Background: an optimization exercise with open tools, aiming at small area, a short achievable clock period and few clock cycles per item. Do not read the settings as production practice.
Function was checked by simulation only, so behaviour that the tests miss may differ from the original.
Power figures rest on the tool's default switching activity, not on a simulated workload.

File: flow/run.sh
#!/bin/bash
# The standard layout, with the port buffers made of sky130_fd_sc_hd__buf_2 cells in
# place of the default choice (a clkdlybuf4s50 delay cell). Everything else is unchanged.
set -euo pipefail
bash standard.sh "BUFFER_PORTS_ARGS=-buffer_cell sky130_fd_sc_hd__buf_2" finish > standard_flow.log 2>&1
File: standard.sh
#!/bin/bash
# synth_recipe.tcl (not shown) runs the flow's synth.tcl, then flattens the netlist and writes it again
# the make line also repeats each setting of config.mk as NAME=value (left out here)
make -C /OpenROAD-flow-scripts/flow DESIGN_CONFIG=/design/flow/config.mk WORK_HOME=/design/flow/orfs CLKGATE_MAP_FILE= SYNTH_SCRIPT=/design/flow/synth_recipe.tcl "${@:-finish}"
File: config.mk
export PLATFORM = sky130hd
export DESIGN_NAME = sorted_active_error_table_core
export DESIGN_NICKNAME = sorted_active_error_table_core
export VERILOG_FILES = /design/flow/design.v
export SDC_FILE = /design/flow/constraint.sdc
export NUM_CORES = 4
export LEC_CHECK = 0
export CAP_MARGIN = 20
export CORE_MARGIN = 2
export CORE_UTILIZATION = 40
export SETUP_SLACK_MARGIN = 4.6
export SLEW_MARGIN = 20
export TNS_END_PERCENT = 0
File: constraint.sdc
create_clock -name core_clock -period 7.0 [get_ports {clk_i}]
set_input_delay 1.4000 -clock core_clock [delete_from_list [all_inputs] [get_ports {clk_i}]]
set_output_delay 1.4000 -clock core_clock [all_outputs]
set_load 0.01 [all_outputs]
File: design.v
`default_nettype none
package saet_pkg;
  localparam int unsigned Depth     = 16;
  localparam int unsigned CodeWidth = 16;
  localparam int unsigned OpWidth   = 3;
  localparam int unsigned IdxWidth  = 4;
  localparam int unsigned CntWidth  = 5;
  typedef logic [CodeWidth-1:0] code_t;
  typedef logic [OpWidth-1:0]   op_t;
  typedef logic [IdxWidth-1:0]  idx_t;
  typedef logic [CntWidth-1:0]  cnt_t;
  localparam op_t OpSave   = 3'd0;
  localparam op_t OpDelete = 3'd1;
  localparam op_t OpFind   = 3'd2;
  localparam op_t OpClear  = 3'd3;
  localparam op_t OpRead   = 3'd4;
  typedef struct packed {
    logic capture;    
    logic execute;    
  } saet_cmd_t;
endpackage
`default_nettype wire
`default_nettype none
module saet_ctrl (
  input  wire logic clk_i,
  input  wire logic rst_ni,
  input  wire logic in_valid_i,
  output logic      in_ready_o,
  output logic      out_valid_o,
  input  wire logic out_ready_i,
  output logic      adv_o,         
  output logic      res_o,         
  output logic      out_load_o,    
  output logic      out_from_spare_o,
  output logic      s1_valid_o,
  output logic      in_take_o      
);
  logic v1_q, v2_q, v3_q, rv_q, sv_q;
  logic ready_q;     
  logic out_free, sv_d;
  assign adv_o            = !sv_q;
  assign in_ready_o       = ready_q;
  assign res_o            = !sv_q && v3_q;
  assign out_free         = !rv_q || out_ready_i;
  assign out_load_o       = out_free;
  assign out_from_spare_o = sv_q;
  assign out_valid_o      = rv_q;
  assign s1_valid_o       = v1_q;
  assign in_take_o        = in_valid_i && !sv_q;
  assign sv_d             = out_free ? 1'b0 : (res_o || sv_q);
  always_ff @(posedge clk_i or negedge rst_ni) begin
    if (!rst_ni) begin
      v1_q <= 1'b0;
      v2_q <= 1'b0;
      v3_q <= 1'b0;
      rv_q <= 1'b0;
      sv_q <= 1'b0;
      ready_q <= 1'b1;
    end else begin
      sv_q    <= sv_d;
      ready_q <= !sv_d;
      if (!sv_q) begin
        v1_q <= in_valid_i;
        v2_q <= v1_q;
        v3_q <= v2_q;
      end
      if (out_free) rv_q <= sv_q || res_o;
    end
  end
endmodule
`default_nettype wire
`default_nettype none
module saet_dp (
  input  wire logic                clk_i,
  input  wire logic                rst_ni,
  input  wire logic                adv_i,
  input  wire logic                res_i,
  input  wire logic                out_load_i,
  input  wire logic                out_from_spare_i,
  input  wire logic                s1_valid_i,
  input  wire logic                in_take_i,
  input  wire saet_pkg::op_t       operation_i,
  input  wire saet_pkg::code_t     code_i,
  input  wire saet_pkg::idx_t      index_i,
  output logic                     hit_o,
  output saet_pkg::code_t          entry_value_o,
  output saet_pkg::code_t          lowest_code_o,
  output saet_pkg::cnt_t           active_count_o
);
  localparam int unsigned D = saet_pkg::Depth;
  typedef struct packed {
    logic            hit;
    saet_pkg::code_t entry;
    saet_pkg::code_t lowest;
    saet_pkg::cnt_t  count;
  } rsp_t;
  saet_pkg::code_t table_q [D];
  logic [D-1:0]    live_q;           
  saet_pkg::cnt_t  cnt_q;
  saet_pkg::op_t   op1_q;
  saet_pkg::code_t code1_q;
  assign code1_q = ~code1_n_q;
  saet_pkg::code_t code1_n_q;        
  saet_pkg::code_t code1_m_q;        
  saet_pkg::idx_t  idx1_q;
  logic            ins2_q, del2_q, clr2_q;    
  saet_pkg::code_t code2_q;
  saet_pkg::idx_t  idx2_q;
  logic [D-1:0]    lt2_q;            
  logic            hit2_q;           
  saet_pkg::idx_t  idx3_q;
  logic            hit3_q;
  rsp_t            out_q, spare_q, rsp_n;
  logic ins_a, del_a;
  assign ins_a = adv_i && ins2_q;
  assign del_a = adv_i && del2_q;
  saet_pkg::code_t table_n [D];
  logic [D-1:0]    live_n;
  saet_pkg::cnt_t  cnt_n;
  for (genvar j = 0; j < D; j++) begin : g_upd
    logic sel_c, sel_u, sel_d, sel_h;
    saet_pkg::code_t src_u, src_d;
    if (j == 0) begin : g_f
      assign sel_c = ins_a && !lt2_q[j];
      assign sel_u = 1'b0;
      assign src_u = '0;
    end else begin : g_r
      assign sel_c = ins_a && !lt2_q[j] && lt2_q[j-1];
      assign sel_u = ins_a && !lt2_q[j-1];
      assign src_u = table_q[j-1];
    end
    if (j == D-1) begin : g_l
      assign sel_d = 1'b0;
      assign src_d = '0;
    end else begin : g_i
      assign sel_d = del_a && !lt2_q[j];
      assign src_d = table_q[j+1];
    end
    assign sel_h = !(sel_c || sel_u || sel_d);
    assign table_n[j] = ({16{sel_h}} & table_q[j]) | ({16{sel_u}} & src_u) |
                        ({16{sel_d}} & src_d) | ({16{sel_c}} & code2_q);
  end
  always_comb begin
    live_n = live_q;
    cnt_n  = cnt_q;
    if (ins2_q) begin
      live_n = {live_q[D-2:0], 1'b1};
      if (!live_q[D-1]) cnt_n = cnt_q + saet_pkg::cnt_t'(1);
    end else if (del2_q) begin
      live_n = {1'b0, live_q[D-1:1]};
      cnt_n  = cnt_q - saet_pkg::cnt_t'(1);
    end else if (clr2_q) begin
      live_n = '0;
      cnt_n  = '0;
    end
  end
  always_ff @(posedge clk_i) begin
    for (int k = 0; k < D; k++) table_q[k] <= table_n[k];
  end
  always_ff @(posedge clk_i or negedge rst_ni) begin
    if (!rst_ni) begin
      live_q <= '0;
      cnt_q  <= '0;
    end else if (adv_i) begin
      live_q <= live_n;
      cnt_q  <= cnt_n;
    end
  end
  assign rsp_n.hit    = hit3_q;
  assign rsp_n.entry  = live_q[idx3_q] ? table_q[idx3_q] : '0;
  assign rsp_n.lowest = live_q[0] ? table_q[0] : '0;
  assign rsp_n.count  = cnt_q;
  always_ff @(posedge clk_i) begin
    if (adv_i) begin
      idx3_q <= idx2_q;
      hit3_q <= hit2_q;
    end
    if (res_i) spare_q <= rsp_n;
    if (out_load_i) out_q <= out_from_spare_i ? spare_q : rsp_n;
  end
  logic [D-1:0] lt_t, eq_t, lt_n;
  logic         hit_t, hit_n, lt_ab, eq_ab, zero1;
  logic         ins_b, del_b, clr_b;
  for (genvar i = 0; i < D; i++) begin : g_cmp
    logic l, e;
    saet_cmp u_cmp (.a_i(table_q[i]), .b_i((i < D/2) ? ~code1_n_q : ~code1_m_q), .lt_o(l), .eq_o(e));
    assign lt_t[i] = live_q[i] && l;
    assign eq_t[i] = live_q[i] && e;
  end
  assign hit_t = |eq_t;
  saet_cmp u_cmp_ab (.a_i(code2_q), .b_i(code1_q), .lt_o(lt_ab), .eq_o(eq_ab));
  assign zero1 = (code1_q == '0);
  for (genvar j = 0; j < D; j++) begin : g_adj
    logic at_ins;
    if (j == 0) begin : g_f
      assign at_ins = 1'b1;
    end else begin : g_r
      assign at_ins = lt2_q[j-1];
    end
    always_comb begin
      lt_n[j] = lt_t[j];
      if (clr2_q) begin
        lt_n[j] = 1'b0;
      end else if (!lt2_q[j]) begin
        if (ins2_q) begin
          if (at_ins) lt_n[j] = lt_ab;
          else if (j > 0) lt_n[j] = lt_t[(j > 0) ? j-1 : 0];
        end else if (del2_q) begin
          lt_n[j] = (j < D-1) ? lt_t[(j < D-1) ? j+1 : j] : 1'b0;
        end
      end
    end
  end
  always_comb begin
    hit_n = hit_t;
    if (clr2_q)      hit_n = 1'b0;
    else if (ins2_q) hit_n = (hit_t && !eq_t[D-1]) || eq_ab;    
    else if (del2_q) hit_n = hit_t && !eq_ab;
  end
  assign ins_b = (op1_q == saet_pkg::OpSave) && !zero1 && !hit_n && !lt_n[D-1];
  assign del_b = (op1_q == saet_pkg::OpDelete) && !zero1 && hit_n;
  assign clr_b = (op1_q == saet_pkg::OpClear);
  always_ff @(posedge clk_i) begin
    if (in_take_i) code1_m_q <= ~code_i;
  end
  always_ff @(posedge clk_i) begin
    if (adv_i) begin
      ins2_q  <= s1_valid_i && ins_b;
      del2_q  <= s1_valid_i && del_b;
      clr2_q  <= s1_valid_i && clr_b;
      code2_q <= code1_q;
      idx2_q  <= idx1_q;
      lt2_q   <= lt_n;
      hit2_q  <= zero1 ? !live_n[D-1] : hit_n;    
      op1_q   <= operation_i;
      code1_n_q <= ~code_i;
      idx1_q  <= index_i;
    end
  end
  assign hit_o          = out_q.hit;
  assign entry_value_o  = out_q.entry;
  assign lowest_code_o  = out_q.lowest;
  assign active_count_o = out_q.count;
endmodule
`default_nettype wire
module saet_cmp (
  input  wire logic [15:0] a_i,
  input  wire logic [15:0] b_i,
  output logic             lt_o,
  output logic             eq_o
);
  assign lt_o = a_i < b_i;
  assign eq_o = a_i == b_i;
endmodule
`default_nettype wire
`default_nettype none
module sorted_active_error_table_core (
  input  wire logic        clk_i,
  input  wire logic        rst_ni,
  input  wire logic        req_valid_i,
  output logic             req_ready_o,
  input  wire logic [2:0]  req_operation_i,
  input  wire logic [15:0] req_code_i,
  input  wire logic [3:0]  req_index_i,
  output logic             rsp_valid_o,
  input  wire logic        rsp_ready_i,
  output logic             rsp_hit_o,
  output logic [15:0]      rsp_entry_value_o,
  output logic [15:0]      rsp_lowest_code_o,
  output logic [4:0]       rsp_active_count_o
);
  logic adv, res, out_load, out_from_spare, s1_valid, in_take;
  saet_ctrl u_ctrl (
    .clk_i           (clk_i),
    .rst_ni          (rst_ni),
    .in_valid_i      (req_valid_i),
    .in_ready_o      (req_ready_o),
    .out_valid_o     (rsp_valid_o),
    .out_ready_i     (rsp_ready_i),
    .adv_o           (adv),
    .res_o           (res),
    .out_load_o      (out_load),
    .out_from_spare_o(out_from_spare),
    .s1_valid_o      (s1_valid),
    .in_take_o       (in_take)
  );
  saet_dp u_dp (
    .clk_i           (clk_i),
    .rst_ni          (rst_ni),
    .adv_i           (adv),
    .res_i           (res),
    .out_load_i      (out_load),
    .out_from_spare_i(out_from_spare),
    .s1_valid_i      (s1_valid),
    .in_take_i       (in_take),
    .operation_i     (req_operation_i),
    .code_i          (req_code_i),
    .index_i         (req_index_i),
    .hit_o           (rsp_hit_o),
    .entry_value_o   (rsp_entry_value_o),
    .lowest_code_o   (rsp_lowest_code_o),
    .active_count_o  (rsp_active_count_o)
  );
endmodule
`default_nettype wire
==> results of run 1 <==
-- final cells by class --
cell class	count	area, µm²
clock buffer	66	1448
clock inverter	31	432.9
fill	5847	33130
inverter	88	340.3
multi-input combinational	1996	14390
sequential	443	10610
tap	846	1059
timing repair buffer	250	1785
timing repair inverter	1	5.005
-- worst max path at each step --
stage                          end  slack, ps  depth (start not counted)
finish                 u_dp.hit2_q       4210                         10
floorplan              u_ctrl.sv_q       4160                          3
global route           u_dp.hit2_q       4120                         10
CTS                    u_dp.hit2_q       4280                          9
global placement    u_dp.lt2_q[11]       3510                          9
detailed placement  u_dp.lt2_q[11]       3470                          9
-- worst register-to-register path, stage by stage (launching register included) --
cell      delay, ps
edfxtp_1        390
buf_4           180
ha_1            310
nand4_1         110
buf_6           140
nor4_1           60
buf_4           170
a2111o_1        460
nor4_4          290
nor3_2          110
mux2_4          310
-- routing by layer --
layer  up-vias  global-route usage  share of wire
met2      1495              0.4727           0.44
met5         -                   0              0
met4         0              0.1156          0.039
li1      10800                   -              -
met3       212             0.06216           0.11
met1     11800              0.4229           0.41
-- through the flow --
stage / setup slack (ps) / instances / hold slack, ps / power [µW]
after detailed placement: 3467 / 3514 / 404.5 / 11120
after global routing: 4119 / 3721 / 429.5 / 15500
after global placement: 3510 / 3513 / 401.4 / 10940
final: 4211 / 3721 / 419.0 / 14730
after floorplan: 4158 / 2702 / 400.3 / 8585
after CTS: 4275 / 3696 / 420.9 / 14450
-- what timing repair did --
action                     in CTS  in global routing
setup endpoints to repair     319                288
pin swaps                      11                 13
resized for setup              70                 22
cloned                          0                  1
buffers inserted               85                 24
-- state kept, by name, summed over array words and instances, names as in the netlist, 3 cells and up --
name	cells
u_dp.idx2_q	4
u_dp.out_q	38
u_dp.code1_m_q	16
u_dp.lt2_q	16
u_dp.code1_n_q	16
u_dp.table_q	256
u_dp.code2_q	16
u_dp.spare_q	38
u_dp.cnt_q	5
u_dp.live_q	16
u_dp.idx3_q	4
u_dp.op1_q	3
u_dp.idx1_q	4
-- cell families (layout without fill, tap and decap cells) --
kind of cell / count (synthesis) / count (layout) / synth area share
simple gates: 964 / 964 / 0.1765
compound gates: 723 / 723 / 0.2167
flops: 443 / 443 / 0.4137
fa+ha+maj: 274 / 274 / 0.1337
buf+inv: 263 / 436 / 0.04246
mux: 35 / 35 / 0.01689
-- Yosys cell counts, drive strengths merged, types with 4 or more instances --
cell / count / share of area
nor4b: 6 / 0.0031
inv: 88 / 0.013
and4: 4 / 0.0014
edfxtp: 160 / 0.19
o21ai: 63 / 0.012
nand4: 84 / 0.020
mux2: 26 / 0.011
nor4: 8 / 0.0025
o22ai: 18 / 0.0044
nor2: 100 / 0.015
clkbuf: 111 / 0.016
a221oi: 14 / 0.0048
a21o: 20 / 0.0059
nand2: 553 / 0.081
a222oi: 240 / 0.094
o2111ai: 7 / 0.0026
and2: 26 / 0.0063
or3: 5 / 0.0012
nor3b: 6 / 0.0032
a22o: 14 / 0.0048
dfrtp: 26 / 0.025
dfxtp: 256 / 0.20
buf: 64 / 0.013
a22oi: 109 / 0.032
mux4: 4 / 0.0035
nand2b: 7 / 0.0020
ha: 274 / 0.13
a21oi: 161 / 0.031
o31ai: 21 / 0.0061
or4: 6 / 0.0018
nor3: 43 / 0.010
nand3: 29 / 0.0057
nand3b: 7 / 0.0020
o211ai: 17 / 0.0050
nor2b: 43 / 0.010
mux2i: 5 / 0.0020
a211oi: 10 / 0.0031
and3: 26 / 0.0063
-- power groups by stage --
| stage | clock network [µW] | registers, µW | logic (µW) |
|---|---|---|---|
| finish | 3010 | 5310 | 6410 |
| global route | 3160 | 5360 | 6980 |
| CTS | 3060 | 5220 | 6180 |
| detailed placement | 0 | 5590 | 5530 |
| global placement | 0 | 5580 | 5360 |
| floorplan | 0 | 4610 | 3980 |
==> flow_summary.json, run 1 <==
{
  "status": "no timing/DRC/antenna violations",
  "synth_edf_count": 160,
  "insertion_delay_ps": 620,
  "async_reset_ff_frac": 0.06095,
  "dp_hpwl_um": 78590,
  "end_kind": "flip-flop",
  "grt_pass1_vias": 22990,
  "postCtsHoldBufs": 0,
  "regToRegSetupSlack_ps": 4210,
  "hold-path-endpoint": "u_dp.idx3_q[1]",
  "slowest_delay_ps": 460,
  "clkTransAtPathRegs_ps": 60,
  "ys_ff_latch": 443,
  "wl_per_cell_um": 28.08,
  "cts_buffers": 52,
  "clockBufferDepth": 3,
  "irDropWorstVdd_mv": 0.2067,
  "min_period_ps": 2789,
  "fin_crit_sh": 0.3984,
  "vias": 24310,
  "p_int_uw": 8000,
  "crit_path_cell_trace": "buf_4 > ha_1 > nand4_1 > buf_6 > nor4_1 > buf_4 > a2111o_1 > nor4_4 > nor3_2 > mux2_4",
  "cp.arrival_ps": 3150,
  "critPathTopFamily": "simple AND/OR/NAND/NOR gates",
  "required_ps": 7360,
  "p_seq_frac": 0.360,
  "core_area_mm2": 0.06320,
  "stdcell_area_mm2": 0.03007,
  "hp-start": "u_dp.idx2_q[1]",
  "tns_ps": 0,
  "ios": 67,
  "critical_path_class": "flip-flop to flip-flop",
  "synth_warnings": 6,
  "synth_area_mm2": 0.02564,
  "place_area_mm2": 0.02694,
  "clockRootBuffer": "clkbuf_16",
  "tightest_slew_ps": 1104,
  "rr_startpoint": "u_dp.code1_n_q[11]",
  "clkSinkCount": 443,
  "dieArea_mm2": 0.06613,
  "nets": 3133,
  "area_growth_pct": 17.27,
  "cp_max_fo": 3,
  "crit_top_cell": "buf_4",
  "grt_pass1_wl_um": 152800,
  "hold_viol_final": 0,
  "setup_viol": 0,
  "grt_use_total": 0.3067,
  "worstRegToRegCells": 10,
  "finalWeightedCongestion": 1.001,
  "avgSynthCellArea_um2": 9.488,
  "overflow": 0,
  "p_clk_frac": 0.204,
  "via_per_inst": 6.532,
  "reg2reg_to": "u_dp.hit2_q",
  "startpoint_type": "flip-flop",
  "drive_gt1_frac": 0.1617,
  "synthesis.nets": 3003,
  "ant_nets": 0,
  "num_antenna_cells": 0,
  "cp-startpoint": "u_dp.code1_n_q[11]",
  "worst-path-buf-inv": 3,
  "ys_types": 81,
  "initial_utilization": 0.4057,
  "cap_violations": 0,
  "relSlewSlack": 0.2569,
  "antenna_found_initial": 1,
  "rows": 92,
  "drc": 0,
  "cts_max_level": 2,
  "netlist_instances": 2702,
  "yosysSeqAreaShare": 0.4137,
  "final_cell_mix": "549 x nand2_1, 268 x ha_1, 256 x dfxtp_1, 240 x a222oi_1, 171 x buf_4",
  "grt_max_degree": 58,
  "slowest_stage": "a2111o_1",
  "drv_slew": 0,
  "p_comb_frac": 0.435,
  "die_w_um": 257.2,
  "cts_tree": "built",
  "p_sw_uw": 6725,
  "layout_commonest_cell": "nand2_1",
  "powerDensity_mw_per_mm2": 489.8,
  "max_freq_mhz": 358.6,
  "rsz0062_at_grt": "true",
  "hold_class": "flip-flop to flip-flop",
  "floorplan.die.height_um": 257.2,
  "ys_dominant_reg_cell": "dfxtp_1",
  "p_leak_uw": 0.01320,
  "drt_iter0_drc": 4374,
  "p_sw_frac": 0.4567,
  "wl_um": 104500,
  "firstDrtPassIters": 10,
  "clock_skew_ps": 17.76,
  "hold_depth": 0,
  "final_util": 0.4757,
  "numPortBuffers": 66
}
Testbench counts, summed over its fixed seeds: cycles 16,032, items 16,000.
==> run 2, diff against run 1 <==
--- a/design.v
+++ b/design.v
@@ -99,8 +99,8 @@
   saet_pkg::cnt_t  cnt_q;
   saet_pkg::op_t   op1_q;
-  saet_pkg::code_t code1_q;
-  assign code1_q = ~code1_n_q;
   saet_pkg::code_t code1_n_q;        
   saet_pkg::code_t code1_m_q;        
+  saet_pkg::code_t code1_q;
+  assign code1_q = ~code1_n_q;
   saet_pkg::idx_t  idx1_q;
   logic            ins2_q, del2_q, clr2_q;    
@@ -232,5 +232,5 @@
       idx2_q  <= idx1_q;
       lt2_q   <= lt_n;
-      hit2_q  <= zero1 ? !live_n[D-1] : hit_n;    
+      hit2_q  <= hit_n || (zero1 && !live_n[D-1]);
       op1_q   <= operation_i;
       code1_n_q <= ~code_i;
==> run 2 against run 1 <==
Critical path type unchanged. Largest power group unchanged. Largest cell class unchanged. Sequential power is essentially flat. Critical endpoint is now u_dp.lt2_q[10]. Global-route usage is 1.1 points higher. Highest routed layer unchanged. Still clean. Die area shrank 0.47%. Cell count decreased by 1.0%. Synthesized cell count shrank 0.85%.
==> flow_summary.json, run 2 <==
{
  "status": "no timing/DRC/antenna violations",
  "ant_nets": 0,
  "clkTransAtPathRegs_ps": 60,
  "num_antenna_cells": 0,
  "powerDensity_mw_per_mm2": 492.3,
  "slowest_delay_ps": 560,
  "wl_per_cell_um": 29.21,
  "netlist_instances": 2679,
  "p_comb_frac": 0.440,
  "fillers": 5914,
  "synth_commonest_cells": "558 x nand2_1, 274 x ha_1, 256 x dfxtp_1, 240 x a222oi_1, 160 x edfxtp_1",
  "regToRegSetupSlack_ps": 4110,
  "cp-startpoint": "u_dp.code1_m_q[7]",
  "synth_edf_count": 160,
  "vias": 24330,
  "p_leak_uw": 0.01307,
  "stdcell_area_mm2": 0.02985,
  "drive_gt1_frac": 0.1586,
  "clockBufferDepth": 3,
  "top_register": "u_dp.table_q",
  "grt_use_total": 0.3174,
  "ys_dominant_reg_cell": "dfxtp_1",
  "cap_violations": 0,
  "place_area_mm2": 0.02679,
  "p_clk_frac": 0.200,
  "numPortBuffers": 66,
  "cts_buffers": 52,
  "avgSynthCellArea_um2": 9.524,
  "clock_skew_ps": 22.63,
  "via_per_inst": 6.607,
  "irDropWorstVdd_mv": 0.2197,
  "cts_max_level": 2,
  "hold_class": "flip-flop to flip-flop",
  "cp.arrival_ps": 3240,
  "largest_register_ffs": 256,
  "post-synth-top-count-cell": "nand2_1",
  "rsz0062_at_grt": "true",
  "rows": 92,
  "hold_slack_ps": 404.4,
  "p_int_uw": 7909,
  "core_area_mm2": 0.06308,
  "fin_crit_sh": 0.4130,
  "yosysSeqAreaShare": 0.4157,
  "antenna_found_initial": 5,
  "startpoint_type": "flip-flop",
  "yosysTopAreaCellShare": 0.2009,
  "synth_area_mm2": 0.02551,
  "p_sw_uw": 6786,
  "grt_pass1_wl_um": 156500,
  "insertion_delay_ps": 620,
  "p_sw_frac": 0.4618,
  "final_cell_mix": "558 x nand2_1, 270 x ha_1, 256 x dfxtp_1, 240 x a222oi_1, 160 x edfxtp_1",
  "finalWeightedCongestion": 1.050,
  "grt_pass1_vias": 23060,
  "overflow": 0,
  "critical_path_class": "flip-flop to flip-flop",
  "yosys.area.top_type": "dfxtp_1",
  "wl_um": 107600,
  "cp_max_fo": 8,
  "drv_slew": 0,
  "dp_hpwl_um": 79440,
  "drc": 0,
  "async_reset_ff_frac": 0.06095,
  "p_seq_frac": 0.361,
  "tightest_slew_ps": 1161,
  "clkSinkCount": 443,
  "max_freq_mhz": 345.9,
  "initial_utilization": 0.4045,
  "setup_viol": 0,
  "hp-start": "u_dp.idx1_q[0]",
  "dieArea_mm2": 0.06582,
  "rr_startpoint": "u_dp.code1_m_q[7]",
  "relSlewSlack": 0.2187,
  "area_growth_pct": 17.01,
  "drt_iter0_drc": 4383,
  "postCtsHoldBufs": 0,
  "top_regs": "u_dp.table_q (256), u_dp.out_q (38), u_dp.spare_q (38)",
  "ios": 67,
  "ys_ff_latch": 443,
  "synth_warnings": 6,
  "die_w_um": 256.6,
  "synthTopCellsByArea": "dfxtp_1 20%, edfxtp_1 19%, ha_1 13%",
  "floorplan.die.height_um": 256.6,
  "nets": 3094,
  "ys_types": 79,
  "slowest_stage": "edfxtp_1",
  "hold_viol_final": 0,
  "tns_ps": 0,
  "min_period_ps": 2891,
  "end_kind": "flip-flop",
  "required_ps": 7350,
  "layout_commonest_cell": "nand2_1",
  "grt_max_degree": 50,
  "firstDrtPassIters": 10,
  "crit_path_cell_trace": "ha_1 > nand2_1 > o21a_1 > o211ai_1 > a211oi_1 > nor3_1 > a21oi_1 > o221a_2",
  "cts_tree": "built",
  "synthesis.nets": 2980,
  "clockRootBuffer": "clkbuf_16"
}
[run 2: cell count changes in the layout (fill, tap and decap cells not counted), sizes merged, moves of 9 or more]
cell    delta
a21oi     -27
nor2      +18
buf       -17
a221oi    +14
and3      -14
nor2b      -9
[run 2: logic make-up (layout without fill, tap and decap cells)]
family / Yosys count / count (layout) / synth area share
and+or+nand+nor: 960 / 960 / 0.1730
AOI/OAI and AO/OA: 714 / 714 / 0.2195
DFF: 443 / 443 / 0.4157
adders and majority gates: 274 / 274 / 0.1344
buffers and inverters: 256 / 414 / 0.04119
muxes: 32 / 32 / 0.01623
[run 2: layer usage]
| layer | track usage | share of wire | vias to the layer above |
|---|---|---|---|
| met1 | 0.4194 | 0.40 | 11860 |
| met4 | 0.1463 | 0.053 | 0 |
| met3 | 0.08600 | 0.11 | 278 |
| li1 | - | - | 10690 |
| met2 | 0.4825 | 0.43 | 1498 |
| met5 | 0 | 0 | - |
[run 2: worst paths after layout]
path | cells past startpoint | end
max in group asynchronous | 1 | u_ctrl.sv_q
hold / removal | 0 | u_dp.idx2_q[0]
setup reg to reg | 8 | u_dp.lt2_q[10]
min in group asynchronous | 1 | u_dp.live_q[1]
hold reg to reg | 0 | u_dp.idx2_q[0]
setup / recovery | 8 | u_dp.lt2_q[10]
[run 2: what timing repair did]
action                     CTS  global route
setup endpoints to repair  332           331
hold endpoints to repair     0             0
pin swaps                   15            14
buffers inserted            91             9
resized for setup           67            17
[run 2: stage by stage]
stage          setup WS [ps]  std cells  total power (µW)  utilization
2_1_floorplan           4158       2679              8538            -
3_3_place_gp            3423       3485             10920       0.4241
3_5_place_dp            3300       3485             11110       0.4246
4_1_cts                 4223       3674             14420       0.4704
5_1_grt                 4093       3683             15440       0.4733
6_report                4109       3683             14700       0.4733
[run 2: area by class of cell]
cell class,count,area (µm²),area share
clock inverter,30,366.6,0.01228
multi-input combinational,1980,14330,0.4801
sequential,443,10610,0.3553
timing repair buffer,233,1703,0.05704
inverter,83,321.6,0.01077
tap,846,1059,0.03546
clock buffer,68,1464,0.04904
[run 2: worst max-delay path, delay by kind of cell, from the launching register on]
family          cells  cell delay (ps)
compound gates      5             1390
flops               1              560
fa+ha+maj           1              370
simple gates        2              320
[run 2: power groups by stage]
stage | Clock, µW | Sequential, µW | Combinational [µW]
floorplan | 0 | 4600 | 3940
global placement | 0 | 5520 | 5400
detailed placement | 0 | 5570 | 5550
CTS | 2960 | 5200 | 6270
global route | 3070 | 5350 | 7020
finish | 2930 | 5300 | 6470
Testbench counts of run 2, summed over its fixed seeds: cycles 16,032, items 16,000.
==> run 3, diff against run 2 <==
--- a/design.v
+++ b/design.v
@@ -99,8 +99,8 @@
   saet_pkg::cnt_t  cnt_q;
   saet_pkg::op_t   op1_q;
-  saet_pkg::code_t code1_n_q;        
-  saet_pkg::code_t code1_m_q;        
   saet_pkg::code_t code1_q;
   assign code1_q = ~code1_n_q;
+  saet_pkg::code_t code1_n_q;        
+  saet_pkg::code_t code1_m_q;        
   saet_pkg::idx_t  idx1_q;
   logic            ins2_q, del2_q, clr2_q;    
@@ -109,5 +109,5 @@
   logic [D-1:0]    lt2_q;            
   logic            hit2_q;           
-  saet_pkg::idx_t  idx3_q;
+  logic [D-1:0]    idx3_oh_q;        
   logic            hit3_q;
   rsp_t            out_q, spare_q, rsp_n;
@@ -168,10 +168,15 @@
   end
   assign rsp_n.hit    = hit3_q;
-  assign rsp_n.entry  = live_q[idx3_q] ? table_q[idx3_q] : '0;
+  saet_pkg::code_t entry3;
+  always_comb begin
+    entry3 = '0;
+    for (int k = 0; k < D; k++) entry3 = entry3 | ({16{idx3_oh_q[k] && live_q[k]}} & table_q[k]);
+  end
+  assign rsp_n.entry  = entry3;
   assign rsp_n.lowest = live_q[0] ? table_q[0] : '0;
   assign rsp_n.count  = cnt_q;
   always_ff @(posedge clk_i) begin
     if (adv_i) begin
-      idx3_q <= idx2_q;
+      for (int k = 0; k < D; k++) idx3_oh_q[k] <= (idx2_q == saet_pkg::idx_t'(k));
       hit3_q <= hit2_q;
     end
@@ -232,5 +237,5 @@
       idx2_q  <= idx1_q;
       lt2_q   <= lt_n;
-      hit2_q  <= hit_n || (zero1 && !live_n[D-1]);
+      hit2_q  <= zero1 ? !live_n[D-1] : hit_n;    
       op1_q   <= operation_i;
       code1_n_q <= ~code_i;
==> run 3 against run 2 <==
Worst setup slack got worse by 96 ps. First-iteration DRC count decreased by 3.0%. Count of clock-buffer cells in the layout grew 10. Clock skew about the same. Register-to-register slack lost 96 ps. Hold slack gained 20 ps. Maximum frequency down 3.2%. Non-clock buffer count fell by 21. Power grew 0.57%. Cell count shrank 0.49%. Clock power up 2%.
==> flow_summary.json, run 3 <==
{
  "die_w_um": 258.7,
  "insertion_delay_ps": 620,
  "p_comb_frac": 0.425,
  "p_int_uw": 8037,
  "post-synth-top-count-cell": "nand2_1",
  "irDropWorstVdd_mv": 0.2452,
  "wl_met3_um": 11240,
  "netlist_instances": 2670,
  "wl_um": 110100,
  "vias": 24370,
  "cts_max_level": 2,
  "dieArea_mm2": 0.06692,
  "rr_startpoint": "u_dp.live_q[15]",
  "core_area_mm2": 0.06435,
  "p_sw_frac": 0.4562,
  "rows": 93,
  "p_clk_frac": 0.202,
  "drt_iter0_drc": 4251,
  "p_leak_uw": 0.01350,
  "fin_crit_sh": 0.4266,
  "routed-wl-met2_um": 48350,
  "grt_use_total": 0.3207,
  "hold_class": "flip-flop to flip-flop",
  "setup_viol": 0,
  "async_reset_ff_frac": 0.05934,
  "cts_tree": "built",
  "p_seq_frac": 0.373,
  "cp.arrival_ps": 3340,
  "area_growth_pct": 16.40,
  "yosys.area.top_type": "edfxtp_1",
  "floorplan.die.height_um": 258.7,
  "cp_max_fo": 16,
  "ys_ff_latch": 455,
  "nets": 3067,
  "overflow": 0,
  "synth_warnings": 6,
  "slowest_stage": "dfrtp_1",
  "relSlewSlack": 0.1983,
  "synth_area_mm2": 0.02595,
  "top_regs": "u_dp.table_q (256), u_dp.out_q (38), u_dp.spare_q (38)",
  "initial_utilization": 0.4032,
  "top_layer_used": "met5",
  "grt_pass1_wl_um": 159000,
  "num_antenna_cells": 0,
  "ys_dominant_reg_cell": "dfxtp_1",
  "wl_met1_um": 45520,
  "cap_violations": 0,
  "final_util": 0.4693,
  "ios": 67,
  "grt_max_degree": 50,
  "clkTransAtPathRegs_ps": 60,
  "postCtsHoldBufs": 0,
  "drv_slew": 0,
  "synthesis.nets": 2971,
  "final_cell_mix": "518 x nand2_1, 273 x ha_1, 256 x dfxtp_1, 240 x a222oi_1, 172 x edfxtp_1",
  "ys_types": 79,
  "regToRegSetupSlack_ps": 4010,
  "layout_commonest_cell": "nand2_1",
  "clockBufferDepth": 3,
  "dp_hpwl_um": 83140,
  "synth_commonest_cells": "519 x nand2_1, 274 x ha_1, 256 x dfxtp_1, 240 x a222oi_1, 172 x edfxtp_1",
  "required_ps": 7360,
  "crit_path_cell_trace": "and2_1 > buf_4 > a22o_1 > a221oi_1 > nand4_1 > mux2_2",
  "powerDensity_mw_per_mm2": 489.3,
  "antenna_found_initial": 3,
  "critical_path_class": "flip-flop to flip-flop",
  "synthTopCellsByArea": "edfxtp_1 20%, dfxtp_1 20%, ha_1 13%",
  "max_freq_mhz": 334.8,
  "cp-startpoint": "u_dp.live_q[15]",
  "wl_per_cell_um": 30.05,
  "startpoint_type": "flip-flop",
  "yosysSeqAreaShare": 0.4227,
  "via_per_inst": 6.648,
  "hold_viol_final": 0,
  "grt_pass1_vias": 23120,
  "cts_buffers": 52,
  "drive_gt1_frac": 0.1512,
  "tightest_slew_ps": 1203,
  "p_sw_uw": 6742,
  "clockRootBuffer": "clkbuf_16",
  "status": "no timing/DRC/antenna violations",
  "numPortBuffers": 66,
  "clkSinkCount": 455,
  "end_kind": "flip-flop",
  "yosysTopAreaCellShare": 0.1991,
  "finalWeightedCongestion": 1.014,
  "clock_skew_ps": 22.63,
  "tns_ps": 0,
  "avgSynthCellArea_um2": 9.718,
  "min_period_ps": 2987,
  "slowest_delay_ps": 570,
  "top_register": "u_dp.table_q",
  "rsz0062_at_grt": "true",
  "ant_nets": 0,
  "drc": 0,
  "firstDrtPassIters": 10,
  "synth_edf_count": 172,
  "hp-start": "u_dp.idx1_q[2]",
  "largest_register_ffs": 256
}
run 3: cell count changes after synthesis, sizes merged, moves of 24 or more:
| cell | delta |
|---|---|
| a221oi | +37 |
| nand2 | -41 |
| buf | -24 |
| a21o | +27 |
| a22o | +54 |
| nor2 | -25 |
| a22oi | -84 |
run 3: layout make-up:
type | count | area (µm²)
clock buffer | 78 | 1594
clock inverter | 20 | 271.5
fill | 6034 | 34150
inverter | 93 | 355.3
multi-input combinational | 1952 | 14350
sequential | 455 | 10970
tap | 855 | 1070
timing repair buffer | 212 | 1592
run 3: power groups by stage:
| stage | Sequential [µW] | Clock [µW] | Combinational (µW) |
|---|---|---|---|
| 5_1_grt | 5560 | 3110 | 6790 |
| 3_5_place_dp | 5710 | 0 | 5500 |
| 2_1_floorplan | 4750 | 0 | 3840 |
| 4_1_cts | 5400 | 3020 | 6100 |
| 3_3_place_gp | 5680 | 0 | 5330 |
| 6_report | 5510 | 2990 | 6280 |
run 3: worst paths after layout:
| kind | end | cells past startpoint |
|---|---|---|
| worst min register to register | u_dp.idx2_q[2] | 0 |
| worst max register to register | u_dp.out_q[36] | 6 |
| worst min-delay path | u_dp.idx2_q[2] | 0 |
| worst max-delay path | u_dp.out_q[36] | 6 |
| min in group asynchronous | u_dp.cnt_q[3] | 1 |
| max in group asynchronous | u_ctrl.sv_q | 1 |
run 3: timing repair:
| item | in CTS | in global routing |
|---|---|---|
| pin swaps | 17 | 14 |
| endpoints found under the hold margin | 0 | 0 |
| setup buffers | 71 | 7 |
| gates resized for setup | 66 | 22 |
| endpoints found under the setup margin | 423 | 365 |
run 3: cell families after synthesis:
family,Yosys count,synth area share
AND/OR/NAND/NOR,921,0.1642
AO/OA/AOI/OAI,719,0.2244
flip-flops,455,0.4227
adder cells (fa/ha/maj),274,0.1321
buffers and inverters,263,0.04017
multiplexers,38,0.01649
run 3: worst max-delay path: cells and delay by family, from the launching register on:
kind / cells / cell delay (ps)
simple gates: 2 / 680
buf+inv: 1 / 280
flops: 1 / 570
mux: 1 / 380
compound gates: 2 / 790
run 3: metrics by stage:
step / total power (µW) / cell area, µm² / std cells / hold WS (ps) / setup WS [ps]
floorplan: 8589 / 25950 / 2670 / 400.3 / 4031
global placement: 11010 / 27190 / 3488 / 400.9 / 3308
detailed placement: 11210 / 27220 / 3489 / 415.1 / 3157
CTS: 14520 / 30060 / 3658 / 428.2 / 4141
global route: 15460 / 30200 / 3665 / 435.4 / 4010
finish: 14780 / 30200 / 3665 / 424.7 / 4013
run 3: per-layer routing:
metal / vias up / global-route usage
met2: 1475 / 0.4984
met3: 243 / 0.05712
li1: 10680 / -
met5: - / 0.002849
met1: 11960 / 0.4402
met4: 4 / 0.1310
Testbench counts of run 3, summed over its fixed seeds: cycles 16,032, items 16,000.

-- separate check: timing with driven ports --
Ports are ideal in the flow. The routed layouts listed here were re-timed in OpenROAD.
Step 1, drivers: a clkbuf_16 drives clk_i and a buf_2 each remaining input, both assumed.
Step 2 times the ports against the registers' clock, not the clock port: input delays grow and output delays shrink by t, the midpoint of the rising clock arrivals with the driver on.
Three values: no drivers, after step 1, after step 2; two values: the first two.
| run | t, ns | slack for setup (ns) | worst setup path after step 2 | worst register clock-pin slew, ns |
|---|---|---|---|---|
| run 1 | 0.672 | 4.211 / 4.211 / 4.211 | register to register | 0.06 / 0.06 |
| run 2 | 0.661 | 4.109 / 4.109 / 4.109 | register to register | 0.07 / 0.07 |
| run 3 | 0.673 | 4.014 / 4.014 / 4.014 | register to register | 0.07 / 0.07 |
After both steps every run listed still meets setup and hold.
